What follows belongs to an exercise in optimizing a design on an open flow for small area, a short achievable clock period and few clock cycles; a production flow would make more cautious choices.
At most, simulation tests tie the RTL to the original design; equivalence was not proved.
Power is estimated from default activity; no workload was simulated.

Design cpu_lite_top, start of the top module:
module cpu_lite_top (
    input  wire        clk_i,
    input  wire        reset,
    input  wire        host_valid_i,
    input  wire [7:0]  host_byte_i,
    input  wire [4:0]  reg_sel_i,
    input  wire [1:0]  byte_sel_i,
    output wire [7:0]  value_o,
    output wire        is_positive_o,
    output wire        done_o
);
For scale: roughly 2500 cells after synthesis, about 28 I/O pins, ~29000 um2 of cells after synthesis.
export LEC_CHECK = 0
export CAP_MARGIN = 20
export CORE_MARGIN = 2
export CORE_UTILIZATION = 50
export CTS_BUF_LIST = sky130_fd_sc_hd__clkbuf_8
export CTS_CLUSTER_DIAMETER = 60
export CTS_CLUSTER_SIZE = 16
export PLACE_DENSITY = 0.6
export SETUP_SLACK_MARGIN = 5
export SLEW_MARGIN = 20
export SYNTH_HIERARCHICAL = 1
export TNS_END_PERCENT = 5
create_clock -name core_clock -period 14.0 [get_ports {clk_i}]
standard.sh (not shown) runs the stock make flow with config.mk's settings and CLKGATE_MAP_FILE= SYNTH_SCRIPT=/design/flow/synth_recipe.tcl, a recipe that flattens the netlist after the stock synthesis.
==> flow/flow/run.sh <==
#!/bin/bash
# Standard layout, with fast buffers on the ports.
set -euo pipefail
bash standard.sh "BUFFER_PORTS_ARGS=-buffer_cell sky130_fd_sc_hd__buf_4" SETUP_SLACK_MARGIN=6 finish > standard_make.log 2>&1
Change:
--- a/flow/design.v
+++ b/flow/design.v
@@ -131,57 +131,64 @@
     input  wire sll_i,
     output wire r_o
 );
     wire lg = (p_i & use_p_i) | (g_i & use_g_i);
     assign r_o = (sll_i ? ~shn_i : (lg ^ (c_i & arith_i))) | set_i;
 endmodule
 `default_nettype wire
 `default_nettype none
 module reg_file (
     input  wire        clk_i,
     input  wire        reset,
-    input  wire [4:0]  addr_n_i,   
+    input  wire [4:0]  addr_i,     
     output logic [31:0] lo_o,      
     output logic [31:0] hi_o,      
     output logic [15:0] match_o,   
     input  wire        wr_en_i,    
     input  wire [15:0] drop_i,     
     input  wire [3:0]  idx_i,
     input  wire [4:0]  wr_tag_i,
     input  wire [31:0] wr_data_i
 );
-    logic [15:0] valid;
+    logic [15:0] valid_q;
     logic [4:0]  tag_q  [16];
     logic [31:0] data_q [16];
     logic [15:0] match;
     logic [15:0] sel;
     logic [15:0] keep;
     for (genvar i = 0; i < 16; i++) begin : g_match
-        tag_eq u_eq (.tag_i (tag_q[i]), .addr_n_i (addr_n_i), .eq_o (match[i]));
+        tag_eq u_eq (.tag_i (tag_q[i]), .addr_i (addr_i), .eq_o (match[i]));
     end
     always_comb begin
         lo_o = '0;
         hi_o = '0;
         for (int i = 0; i < 16; i++) begin
             sel[i]   = (idx_i == i[3:0]);
             if (i < 8) lo_o = lo_o | (data_q[i] & {32{match[i]}});
             else       hi_o = hi_o | (data_q[i] & {32{match[i]}});
         end
     end
     assign match_o = match;
-    always_comb begin
-        for (int i = 0; i < 16; i++) begin
-            valid[i] = |tag_q[i];
-            keep[i]  = valid[i] & ~reset & ~(wr_en_i & drop_i[i]);
+    always_ff @(posedge clk_i or posedge reset) begin
+        if (reset) begin
+            valid_q <= '0;
+        end else begin
+            for (int i = 0; i < 16; i++) begin
+                if (wr_en_i && sel[i])                 valid_q[i] <= 1'b1;
+                else if (wr_en_i && drop_i[i])          valid_q[i] <= 1'b0;
+            end
         end
     end
+    always_comb begin
+        for (int i = 0; i < 16; i++) keep[i] = valid_q[i] & ~(wr_en_i & drop_i[i]);
+    end
     for (genvar i = 0; i < 16; i++) begin : g_entry
         for (genvar j = 0; j < 5; j++) begin : g_tag
             rf_bit u_bit (
                 .clk_i  (clk_i),
                 .hold_i (keep[i]),
                 .we_i   (wr_en_i & sel[i]),
                 .d_i    (wr_tag_i[j]),
                 .q_o    (tag_q[i][j])
             );
         end
         for (genvar j = 0; j < 32; j++) begin : g_data
@@ -204,26 +211,26 @@
     input  wire  d_i,
     output logic q_o
 );
     always_ff @(posedge clk_i) begin
         q_o <= (q_o & hold_i) | (d_i & we_i);
     end
 endmodule
 `default_nettype wire
 `default_nettype none
 module tag_eq (
     input  wire [4:0] tag_i,
-    input  wire [4:0] addr_n_i,
+    input  wire [4:0] addr_i,
     output wire       eq_o
 );
-    assign eq_o = (tag_i == ~addr_n_i);
+    assign eq_o = (tag_i == addr_i);
 endmodule
 `default_nettype wire
 `default_nettype none
 module cpu_lite_top (
     input  wire        clk_i,
     input  wire        reset,
     input  wire        host_valid_i,
     input  wire [7:0]  host_byte_i,
     input  wire [4:0]  reg_sel_i,
     input  wire [1:0]  byte_sel_i,
     output wire [7:0]  value_o,
@@ -314,43 +321,39 @@
     for (genvar j = 0; j < 16; j++) begin : g_drop
         rf_bit u_bit (.clk_i (clk_i), .hold_i (~ld2), .we_i (ld2), .d_i (match[j]),
                       .q_o (drop_q[j]));
     end
     wire sel_host = ~loading_q;
     wire sel_rd   = loading_q & (phase_q == 2'd2);
     wire sel_rs1  = loading_q & (phase_q == 2'd3);
     wire sel_rs2  = loading_q & wr_q & ~is_i_q;
     wire [4:0] rs1 = {b2_q[3:0], b1_q[7]};
     wire [4:0] rs2 = {b3_q[0], b2_q[7:4]};
     wire [4:0] from_regs = ({5{sel_rd}} & rd) | ({5{sel_rs1}} & rs1) | ({5{sel_rs2}} & rs2);
-    wire [4:0] addr_n;    
-    for (genvar k = 0; k < 5; k++) begin : g_addr
-        addr_bit u_addr (.host_i (sel_host), .sel_i (reg_sel_i[k]), .regs_i (from_regs[k]),
-                         .addr_n_o (addr_n[k]));
-    end
+    wire [4:0] addr = ({5{sel_host}} & reg_sel_i) | from_regs;
     wire [31:0] imm = {{20{b3_q[7]}}, b3_q, b2_q[7:4]};
     wire [31:0] opb = rdata | (imm & {32{is_i_q}});
     alu u_alu (
         .is_r_i   (is_r_q),
         .is_i_i   (is_i_q),
         .f3_i     (b1_q[6:4]),
         .f7z_i    (b3_q[7:1] == 7'b0000000),
         .f7s_i    (b3_q[7:1] == 7'b0100000),
         .a_i      (a_q),
         .b_i      (opb),
         .result_o (result)
     );
     reg_file u_reg_file (
         .clk_i     (clk_i),
         .reset     (reset),
-        .addr_n_i  (addr_n),
+        .addr_i    (addr),
         .lo_o      (rd_lo),
         .hi_o      (rd_hi),
         .match_o   (match),
         .wr_en_i   (wr_en),
         .drop_i    (drop_q),
         .idx_i     (count_q[3:0]),
         .wr_tag_i  (rd),
         .wr_data_i (result)
     );
     wire [3:0] bsel = 4'b0001 << byte_sel_i;
     byte_pick u_byte_pick (
@@ -368,21 +371,11 @@
 module byte_pick (
     input  wire [31:0] lo_i,
     input  wire [31:0] hi_i,
     input  wire [3:0]  sel_i,
     output wire [7:0]  byte_o
 );
     wire [31:0] w = lo_i | hi_i;
     assign byte_o = (w[7:0] & {8{sel_i[0]}}) | (w[15:8] & {8{sel_i[1]}}) |
                     (w[23:16] & {8{sel_i[2]}}) | (w[31:24] & {8{sel_i[3]}});
 endmodule
 `default_nettype wire
-`default_nettype none
-module addr_bit (
-    input  wire host_i,
-    input  wire sel_i,
-    input  wire regs_i,
-    output wire addr_n_o
-);
-    assign addr_n_o = ~((host_i & sel_i) | regs_i);
-endmodule
-`default_nettype wire
The new run completed with no timing, DRC or antenna violations.
Wire length grows by 6.6%.
Final area rose by about 1.2%.
Power shrinks by 28%.
Non-clock buffer count rose by 6.
Die area went up by 0.54%.
Hold slack hardly moves.
Testbench counts after the change, summed over its fixed seeds: cycles 11,399.
Function not checked in the first run of this note: the RTL went through the layout flow alone.

* * *

cpu_lite_top, a different RTL version from the one above (not shown whole).
For scale: roughly 670 flip-flops.
==> module alu, before the edit <==
module alu (
    input  wire        is_r_i,     
    input  wire        is_i_i,     
    input  wire [2:0]  f3_i,
    input  wire        f7z_i,      
    input  wire        f7s_i,      
    input  wire [4:0]  rd_i,
    input  wire [31:0] a_i,        
    input  wire [31:0] b_i,        
    output logic [31:0] result_o,
    output logic       writes_o    
);
    wire [2:0] f3 = f3_i;
    logic r_ok, i_ok;
    always_comb begin
        case (f3)
            3'b000:  r_ok = f7z_i | f7s_i;
            3'b001, 3'b010, 3'b100, 3'b110, 3'b111: r_ok = f7z_i;
            default: r_ok = 1'b0;
        endcase
        i_ok = (f3 == 3'b000) | (f3 == 3'b110) | (f3 == 3'b111);
    end
    assign writes_o = ((is_r_i & r_ok) | (is_i_i & i_ok)) & (rd_i != 5'd0);
    wire do_sub = ~is_i_i & (f7s_i | (f3 == 3'b010));
    wire arith  = (f3 == 3'b000);
    wire use_p  = (f3 == 3'b000) | (f3 == 3'b100) | (f3 == 3'b110);
    wire use_g  = f3[1] & f3[2];
    wire do_sll = (f3 == 3'b001);
    wire is_slt = (f3 == 3'b010);
    logic [31:0] p, g, carry, shn;
    for (genvar i = 0; i < 32; i++) begin : g_pg
        alu_pg u_pg (.a_i (a_i[i]), .b_i (b_i[i]), .sub_i (do_sub), .p_o (p[i]), .g_o (g[i]));
    end
    alu_carry u_carry (.p_i (p), .g_i (g), .cin_i (do_sub), .c_o (carry));
    logic [31:0] st [6];
    assign st[0] = a_i;
    for (genvar k = 0; k < 5; k++) begin : g_st
        for (genvar i = 0; i < 32; i++) begin : g_bit
            if (i >= (1 << k)) begin : g_mux
                sh_mux u_mux (.a_i (st[k][i]), .b_i (st[k][i - (1 << k)]), .s_i (b_i[k]),
                              .y_o (st[k + 1][i]));
            end else if (k % 2 == 0) begin : g_fill_t
                sh_fill_t u_fill (.a_i (st[k][i]), .s_i (b_i[k]), .y_o (st[k + 1][i]));
            end else begin : g_fill_n
                sh_fill_n u_fill (.a_i (st[k][i]), .s_i (b_i[k]), .y_o (st[k + 1][i]));
            end
        end
    end
    assign shn = st[5];
    wire lt = (a_i[31] ^ b_i[31]) ? a_i[31] : (p[31] ^ carry[31]);
    alu_res0 u_res0 (.p_i (p[0]), .g_i (g[0]), .c_i (carry[0]), .shn_i (shn[0]),
                     .set_i (is_slt & lt), .use_p_i (use_p), .use_g_i (use_g),
                     .arith_i (arith), .sll_i (do_sll), .r_o (result_o[0]));
    for (genvar i = 1; i < 32; i++) begin : g_res
        alu_res u_res (.p_i (p[i]), .g_i (g[i]), .c_i (carry[i]), .shn_i (shn[i]),
                       .use_p_i (use_p), .use_g_i (use_g), .arith_i (arith), .sll_i (do_sll),
                       .r_o (result_o[i]));
    end
endmodule
==> module alu_res, before the edit <==
module alu_res (
    input  wire p_i,
    input  wire g_i,
    input  wire c_i,
    input  wire shn_i,
    input  wire use_p_i,
    input  wire use_g_i,
    input  wire arith_i,
    input  wire sll_i,
    output wire r_o
);
    wire lg = (p_i & use_p_i) | (g_i & use_g_i);
    assign r_o = sll_i ? ~shn_i : (lg ^ (c_i & arith_i));
endmodule
==> module alu_res0, before the edit <==
module alu_res0 (
    input  wire p_i,
    input  wire g_i,
    input  wire c_i,
    input  wire shn_i,
    input  wire set_i,
    input  wire use_p_i,
    input  wire use_g_i,
    input  wire arith_i,
    input  wire sll_i,
    output wire r_o
);
    wire lg = (p_i & use_p_i) | (g_i & use_g_i);
    assign r_o = (sll_i ? ~shn_i : (lg ^ (c_i & arith_i))) | set_i;
endmodule
export LEC_CHECK = 0
export CAP_MARGIN = 20
export CORE_MARGIN = 2
export CORE_UTILIZATION = 50
export CTS_BUF_LIST = sky130_fd_sc_hd__clkbuf_8
export CTS_CLUSTER_DIAMETER = 60
export CTS_CLUSTER_SIZE = 16
export PLACE_DENSITY = 0.6
export SETUP_SLACK_MARGIN = 5
export SLEW_MARGIN = 20
export SYNTH_HIERARCHICAL = 1
create_clock -name core_clock -period 14.0 [get_ports {clk_i}]
==> flow/flow/run.sh <==
#!/bin/bash
# Standard layout, with fast buffers on the ports.
set -euo pipefail
bash standard.sh "BUFFER_PORTS_ARGS=-buffer_cell sky130_fd_sc_hd__buf_4" finish > standard_make.log 2>&1
Testbench counts at the start, summed over its fixed seeds: cycles 11,399.
Then changed:
--- a/flow/design.v
+++ b/flow/design.v
@@ -50,9 +50,7 @@
     assign shn = st[5];
     wire lt = (a_i[31] ^ b_i[31]) ? a_i[31] : (p[31] ^ carry[31]);
-    alu_res0 u_res0 (.p_i (p[0]), .g_i (g[0]), .c_i (carry[0]), .shn_i (shn[0]),
-                     .set_i (is_slt & lt), .use_p_i (use_p), .use_g_i (use_g),
-                     .arith_i (arith), .sll_i (do_sll), .r_o (result_o[0]));
-    for (genvar i = 1; i < 32; i++) begin : g_res
+    for (genvar i = 0; i < 32; i++) begin : g_res
         alu_res u_res (.p_i (p[i]), .g_i (g[i]), .c_i (carry[i]), .shn_i (shn[i]),
+                       .set_i (i == 0 ? (is_slt & lt) : 1'b0),
                        .use_p_i (use_p), .use_g_i (use_g), .arith_i (arith), .sll_i (do_sll),
                        .r_o (result_o[i]));
@@ -121,18 +119,4 @@
     input  wire p_i,
     input  wire g_i,
-    input  wire c_i,
-    input  wire shn_i,
-    input  wire use_p_i,
-    input  wire use_g_i,
-    input  wire arith_i,
-    input  wire sll_i,
-    output wire r_o
-);
-    wire lg = (p_i & use_p_i) | (g_i & use_g_i);
-    assign r_o = sll_i ? ~shn_i : (lg ^ (c_i & arith_i));
-endmodule
-module alu_res0 (
-    input  wire p_i,
-    input  wire g_i,
     input  wire c_i,
     input  wire shn_i,
Outcome: Power falls by 13%; maximum frequency rises by 0.56%; clock-buffer cell count falls by 1; wire length stays flat; non-clock buffer count falls by 9; global-route usage rises by 0.16 points; register-to-register slack improves by 0.10 ns; clock skew rises by 0.0099 ns; worst setup slack improves by 0.050 ns; cell area is about the same; first-iteration DRC count rises by 6.0%; synthesized cell count rises by about 1.3%; sequential power is about the same.
The RTL of the second run of this note was laid out without a check of its function.

* * *

cpu_lite_top, a different RTL version from the one above (not shown whole).
Size: roughly 28 I/O pins, ~29,000 um^2 of cells after synthesis.
==> module cpu_lite_top, before the edit <==
module cpu_lite_top (
    input  wire        clk_i,
    input  wire        reset,
    input  wire        host_valid_i,
    input  wire [7:0]  host_byte_i,
    input  wire [4:0]  reg_sel_i,
    input  wire [1:0]  byte_sel_i,
    output wire [7:0]  value_o,
    output wire        is_positive_o,
    output wire        done_o
);
    logic        loading_q;    
    logic        done_q;
    logic [1:0]  phase_q;      
    logic [4:0]  count_q;      
    logic        kept_q;       
    logic        wr_q;         
    logic        is_r_q;       
    logic        is_i_q;       
    logic        rd0_q;        
    logic [7:0]  b1_q;         
    logic [3:0]  b2_q;         
    logic [7:0]  b3_q;         
    logic [31:0] a_q;          
    logic [15:0] drop_q;       
    wire start_seen = host_valid_i & ~loading_q & ~done_q & (host_byte_i == 8'hFE);
    wire end_seen   = host_valid_i & loading_q & (phase_q == 2'd0) & (host_byte_i == 8'hFF);
    wire data_stb   = host_valid_i & loading_q & ~end_seen;
    wire last_byte  = data_stb & (phase_q == 2'd3);
    wire kept       = ~count_q[4];
    wire [4:0] rd = {b1_q[3:0], rd0_q};
    logic [31:0] rdata;
    logic [31:0] rd_lo, rd_hi;    
    logic [15:0] match;
    logic [31:0] result;
    logic f3_ok_r, f3_ok_i;
    wire  f7z = (host_byte_i[7:1] == 7'b0000000);
    wire  f7s = (host_byte_i[7:1] == 7'b0100000);
    always_comb begin
        case (b1_q[6:4])
            3'b000:  f3_ok_r = f7z | f7s;
            3'b001, 3'b010, 3'b100, 3'b110, 3'b111: f3_ok_r = f7z;
            default: f3_ok_r = 1'b0;
        endcase
        f3_ok_i = (b1_q[6:4] == 3'b000) | (b1_q[6:4] == 3'b110) | (b1_q[6:4] == 3'b111);
    end
    wire writes = ((is_r_q & f3_ok_r) | (is_i_q & f3_ok_i)) & (rd != 5'd0);
    wire wr_en = wr_q;
    always_ff @(posedge clk_i or posedge reset) begin
        if (reset) begin
            loading_q <= 1'b0;
            done_q    <= 1'b0;
            phase_q   <= 2'd0;
            count_q   <= 5'd0;
            kept_q    <= 1'b0;
            wr_q      <= 1'b0;
        end else begin
            if (start_seen) loading_q <= 1'b1;
            if (end_seen) begin
                loading_q <= 1'b0;
                done_q    <= 1'b1;
            end
            if (data_stb) phase_q <= phase_q + 2'd1;
            if (kept_q) count_q <= count_q + 5'd1;
            kept_q <= last_byte & kept;
            wr_q   <= last_byte & kept & writes;
        end
    end
    always_ff @(posedge clk_i) begin
        b3_q   <= host_byte_i;
        drop_q <= match;
    end
    wire ld0 = data_stb & (phase_q == 2'd0);
    wire ld1 = data_stb & (phase_q == 2'd1);
    wire ld2 = data_stb & (phase_q == 2'd2);
    wire [2:0] b0_d = {host_byte_i[7], host_byte_i[6:0] == 7'b0010011,
                       host_byte_i[6:0] == 7'b0110011};
    logic [2:0] b0_q;
    assign is_r_q = b0_q[0];
    assign is_i_q = b0_q[1];
    assign rd0_q  = b0_q[2];
    for (genvar j = 0; j < 3; j++) begin : g_b0
        rf_bit u_bit (.clk_i (clk_i), .hold_i (~ld0), .we_i (ld0), .d_i (b0_d[j]), .q_o (b0_q[j]));
    end
    for (genvar j = 0; j < 8; j++) begin : g_b1
        rf_bit u_bit (.clk_i (clk_i), .hold_i (~ld1), .we_i (ld1), .d_i (host_byte_i[j]),
                      .q_o (b1_q[j]));
    end
    for (genvar j = 0; j < 4; j++) begin : g_b2
        rf_bit u_bit (.clk_i (clk_i), .hold_i (~ld2), .we_i (ld2), .d_i (host_byte_i[4 + j]),
                      .q_o (b2_q[j]));
    end
    for (genvar j = 0; j < 32; j++) begin : g_a
        rf_bit u_bit (.clk_i (clk_i), .hold_i (~ld2), .we_i (ld2), .d_i (rdata[j]), .q_o (a_q[j]));
    end
    wire sel_host = ~loading_q;
    wire sel_rs1  = loading_q & (phase_q == 2'd2);
    wire sel_rd   = loading_q & (phase_q == 2'd3);
    wire sel_rs2  = loading_q & wr_q & ~is_i_q;
    wire [4:0] rs2 = {b3_q[0], b2_q};
    wire [4:0] from_regs = ({5{sel_rd}} & rd) | ({5{sel_rs2}} & rs2) |
                           {4'd0, sel_rs1 & b1_q[7]};
    wire [4:0] addr;
    assign addr[0] = (sel_host & reg_sel_i[0]) | from_regs[0];
    for (genvar k = 1; k < 5; k++) begin : g_addr
        addr_bit u_addr (
            .host_i  (sel_host),
            .sel_i   (reg_sel_i[k]),
            .rs1_i   (sel_rs1),
            .byte_i  (host_byte_i[k - 1]),
            .regs_i  (from_regs[k]),
            .addr_o  (addr[k])
        );
    end
    wire [31:0] imm = {{20{b3_q[7]}}, b3_q, b2_q};
    wire [31:0] opb = rdata | (imm & {32{is_i_q}});
    alu u_alu (
        .is_r_i   (is_r_q),
        .is_i_i   (is_i_q),
        .f3_i     (b1_q[6:4]),
        .f7z_i    (b3_q[7:1] == 7'b0000000),
        .f7s_i    (b3_q[7:1] == 7'b0100000),
        .a_i      (a_q),
        .b_i      (opb),
        .result_o (result)
    );
    reg_file u_reg_file (
        .clk_i     (clk_i),
        .reset     (reset),
        .addr_i    (addr),
        .lo_o      (rd_lo),
        .hi_o      (rd_hi),
        .match_o   (match),
        .wr_en_i   (wr_en),
        .drop_i    (drop_q),
        .idx_i     (count_q[3:0]),
        .wr_tag_i  (rd),
        .wr_data_i (result)
    );
    wire [3:0] bsel = 4'b0001 << byte_sel_i;
    byte_pick u_byte_pick (
        .lo_i    (rd_lo),
        .hi_i    (rd_hi),
        .sel_i   (bsel),
        .byte_o  (value_o)
    );
    assign rdata         = rd_lo | rd_hi;
    assign is_positive_o = ~rdata[31];
    assign done_o        = done_q;
endmodule
==> module addr_bit, before the edit <==
module addr_bit (
    input  wire host_i,
    input  wire sel_i,
    input  wire rs1_i,
    input  wire byte_i,
    input  wire regs_i,
    output wire addr_o
);
    assign addr_o = (host_i & sel_i) | (rs1_i & byte_i) | regs_i;
endmodule
clock: 14.0 ns
lec_check: 0
cap_margin: 20
core_margin: 2
core_utilization: 50
cts_buf_list: sky130_fd_sc_hd__clkbuf_8
cts_cluster_diameter: 60
cts_cluster_size: 16
place_density: 0.6
setup_slack_margin: 5
slew_margin: 20
synth_hierarchical: 1
tns_end_percent: 5
==> flow/flow/run.sh <==
#!/bin/bash
# Standard layout, with fast buffers on the ports.
set -euo pipefail
bash standard.sh "BUFFER_PORTS_ARGS=-buffer_cell sky130_fd_sc_hd__buf_4" SETUP_SLACK_MARGIN=6.5 finish > standard_make.log 2>&1
The starting point finished clean.
Testbench counts at the start, summed over its fixed seeds: cycles 11,399.
Change:
--- a/flow/design.v
+++ b/flow/design.v
@@ -245,11 +245,11 @@
     logic        wr_q;         
     logic        is_r_q;       
     logic        is_i_q;       
     logic        rd0_q;        
     logic [7:0]  b1_q;         
-    logic [3:0]  b2_q;         
+    logic [7:0]  b2_q;         
     logic [7:0]  b3_q;         
     logic [31:0] a_q;          
     logic [15:0] drop_q;       
     wire start_seen = host_valid_i & ~loading_q & ~done_q & (host_byte_i == 8'hFE);
     wire end_seen   = host_valid_i & loading_q & (phase_q == 2'd0) & (host_byte_i == 8'hFF);
@@ -293,12 +293,12 @@
             kept_q <= last_byte & kept;
             wr_q   <= last_byte & kept & writes;
         end
     end
     always_ff @(posedge clk_i) begin
-        b3_q   <= host_byte_i;
-        drop_q <= match;
+        b3_q <= host_byte_i;
+        a_q  <= rdata;
     end
     wire ld0 = data_stb & (phase_q == 2'd0);
     wire ld1 = data_stb & (phase_q == 2'd1);
     wire ld2 = data_stb & (phase_q == 2'd2);
     wire [2:0] b0_d = {host_byte_i[7], host_byte_i[6:0] == 7'b0010011,
@@ -312,37 +312,27 @@
     end
     for (genvar j = 0; j < 8; j++) begin : g_b1
         rf_bit u_bit (.clk_i (clk_i), .hold_i (~ld1), .we_i (ld1), .d_i (host_byte_i[j]),
                       .q_o (b1_q[j]));
     end
-    for (genvar j = 0; j < 4; j++) begin : g_b2
-        rf_bit u_bit (.clk_i (clk_i), .hold_i (~ld2), .we_i (ld2), .d_i (host_byte_i[4 + j]),
+    for (genvar j = 0; j < 8; j++) begin : g_b2
+        rf_bit u_bit (.clk_i (clk_i), .hold_i (~ld2), .we_i (ld2), .d_i (host_byte_i[j]),
                       .q_o (b2_q[j]));
     end
-    for (genvar j = 0; j < 32; j++) begin : g_a
-        rf_bit u_bit (.clk_i (clk_i), .hold_i (~ld2), .we_i (ld2), .d_i (rdata[j]), .q_o (a_q[j]));
+    for (genvar j = 0; j < 16; j++) begin : g_drop
+        rf_bit u_bit (.clk_i (clk_i), .hold_i (~ld2), .we_i (ld2), .d_i (match[j]),
+                      .q_o (drop_q[j]));
     end
     wire sel_host = ~loading_q;
-    wire sel_rs1  = loading_q & (phase_q == 2'd2);
-    wire sel_rd   = loading_q & (phase_q == 2'd3);
+    wire sel_rd   = loading_q & (phase_q == 2'd2);
+    wire sel_rs1  = loading_q & (phase_q == 2'd3);
     wire sel_rs2  = loading_q & wr_q & ~is_i_q;
-    wire [4:0] rs2 = {b3_q[0], b2_q};
-    wire [4:0] from_regs = ({5{sel_rd}} & rd) | ({5{sel_rs2}} & rs2) |
-                           {4'd0, sel_rs1 & b1_q[7]};
-    wire [4:0] addr;
-    assign addr[0] = (sel_host & reg_sel_i[0]) | from_regs[0];
-    for (genvar k = 1; k < 5; k++) begin : g_addr
-        addr_bit u_addr (
-            .host_i  (sel_host),
-            .sel_i   (reg_sel_i[k]),
-            .rs1_i   (sel_rs1),
-            .byte_i  (host_byte_i[k - 1]),
-            .regs_i  (from_regs[k]),
-            .addr_o  (addr[k])
-        );
-    end
-    wire [31:0] imm = {{20{b3_q[7]}}, b3_q, b2_q};
+    wire [4:0] rs1 = {b2_q[3:0], b1_q[7]};
+    wire [4:0] rs2 = {b3_q[0], b2_q[7:4]};
+    wire [4:0] from_regs = ({5{sel_rd}} & rd) | ({5{sel_rs1}} & rs1) | ({5{sel_rs2}} & rs2);
+    wire [4:0] addr = ({5{sel_host}} & reg_sel_i) | from_regs;
+    wire [31:0] imm = {{20{b3_q[7]}}, b3_q, b2_q[7:4]};
     wire [31:0] opb = rdata | (imm & {32{is_i_q}});
     alu u_alu (
         .is_r_i   (is_r_q),
         .is_i_i   (is_i_q),
         .f3_i     (b1_q[6:4]),
@@ -387,17 +377,5 @@
     wire [31:0] w = lo_i | hi_i;
     assign byte_o = (w[7:0] & {8{sel_i[0]}}) | (w[15:8] & {8{sel_i[1]}}) |
                     (w[23:16] & {8{sel_i[2]}}) | (w[31:24] & {8{sel_i[3]}});
 endmodule
 `default_nettype wire
-`default_nettype none
-module addr_bit (
-    input  wire host_i,
-    input  wire sel_i,
-    input  wire rs1_i,
-    input  wire byte_i,
-    input  wire regs_i,
-    output wire addr_o
-);
-    assign addr_o = (host_i & sel_i) | (rs1_i & byte_i) | regs_i;
-endmodule
-`default_nettype wire
- worst setup slack loses 51 ps
- clock-buffer cell count drops by 2
- synthesized area is about the same
- worst hold slack barely changes
- non-clock buffer count went up by 42
- core utilization goes up by 0.49 points
- register-to-register slack gains 50 ps
- wire length rose by a few percent
- power is lower by a quarter to a third
- sequential share of layout area is about the same
- design area is higher slightly
- sequential power fell by a few percent
- sequential cell count rose by 4
Testbench counts after the change, summed over its fixed seeds: cycles 11,399.

separate check: timing with driven ports:
No port has a modelled driver above. Below, the same layouts with a new extraction and two added sets of constraints. Step 1, drivers: a clkbuf_16 drives clk_i and a buf_2 each remaining input, both assumed. Step 2, shift: input delay + t, output delay - t, t = (earliest + latest rising clock arrival at the registers) / 2. This alone moves slack from input paths to output paths. Three values: no drivers, after step 1, after step 2; two values: the first two.
run | t (ns) | setup slack, ns | worst setup path after step 2 | clock arrival spread, ns
the first run of note 1 | 0.754 | 5.859 / 5.832 / 5.523 | input to register | 0.037 / 0.037
the second run of note 1 | 0.752 | 5.885 / 5.855 / 5.486 | input to register | 0.045 / 0.045
the first run of note 2 | 0.740 | 5.031 / 5.011 / 4.611 | input to register | 0.028 / 0.028
the second run of note 2 | 0.753 | 5.081 / 5.056 / 4.585 | input to register | 0.039 / 0.038
the first run of note 3 | 0.763 | 5.839 / 5.793 / 5.478 | input to register | 0.045 / 0.046
the second run of note 3 | 0.746 | 5.788 / 5.754 / 5.619 | input to register | 0.034 / 0.034
After both steps every run listed still meets setup and hold. For the second run of note 2, which loses most, drivers alone change the setup slack by -0.025 ns; drivers and shift together by -0.496 ns.
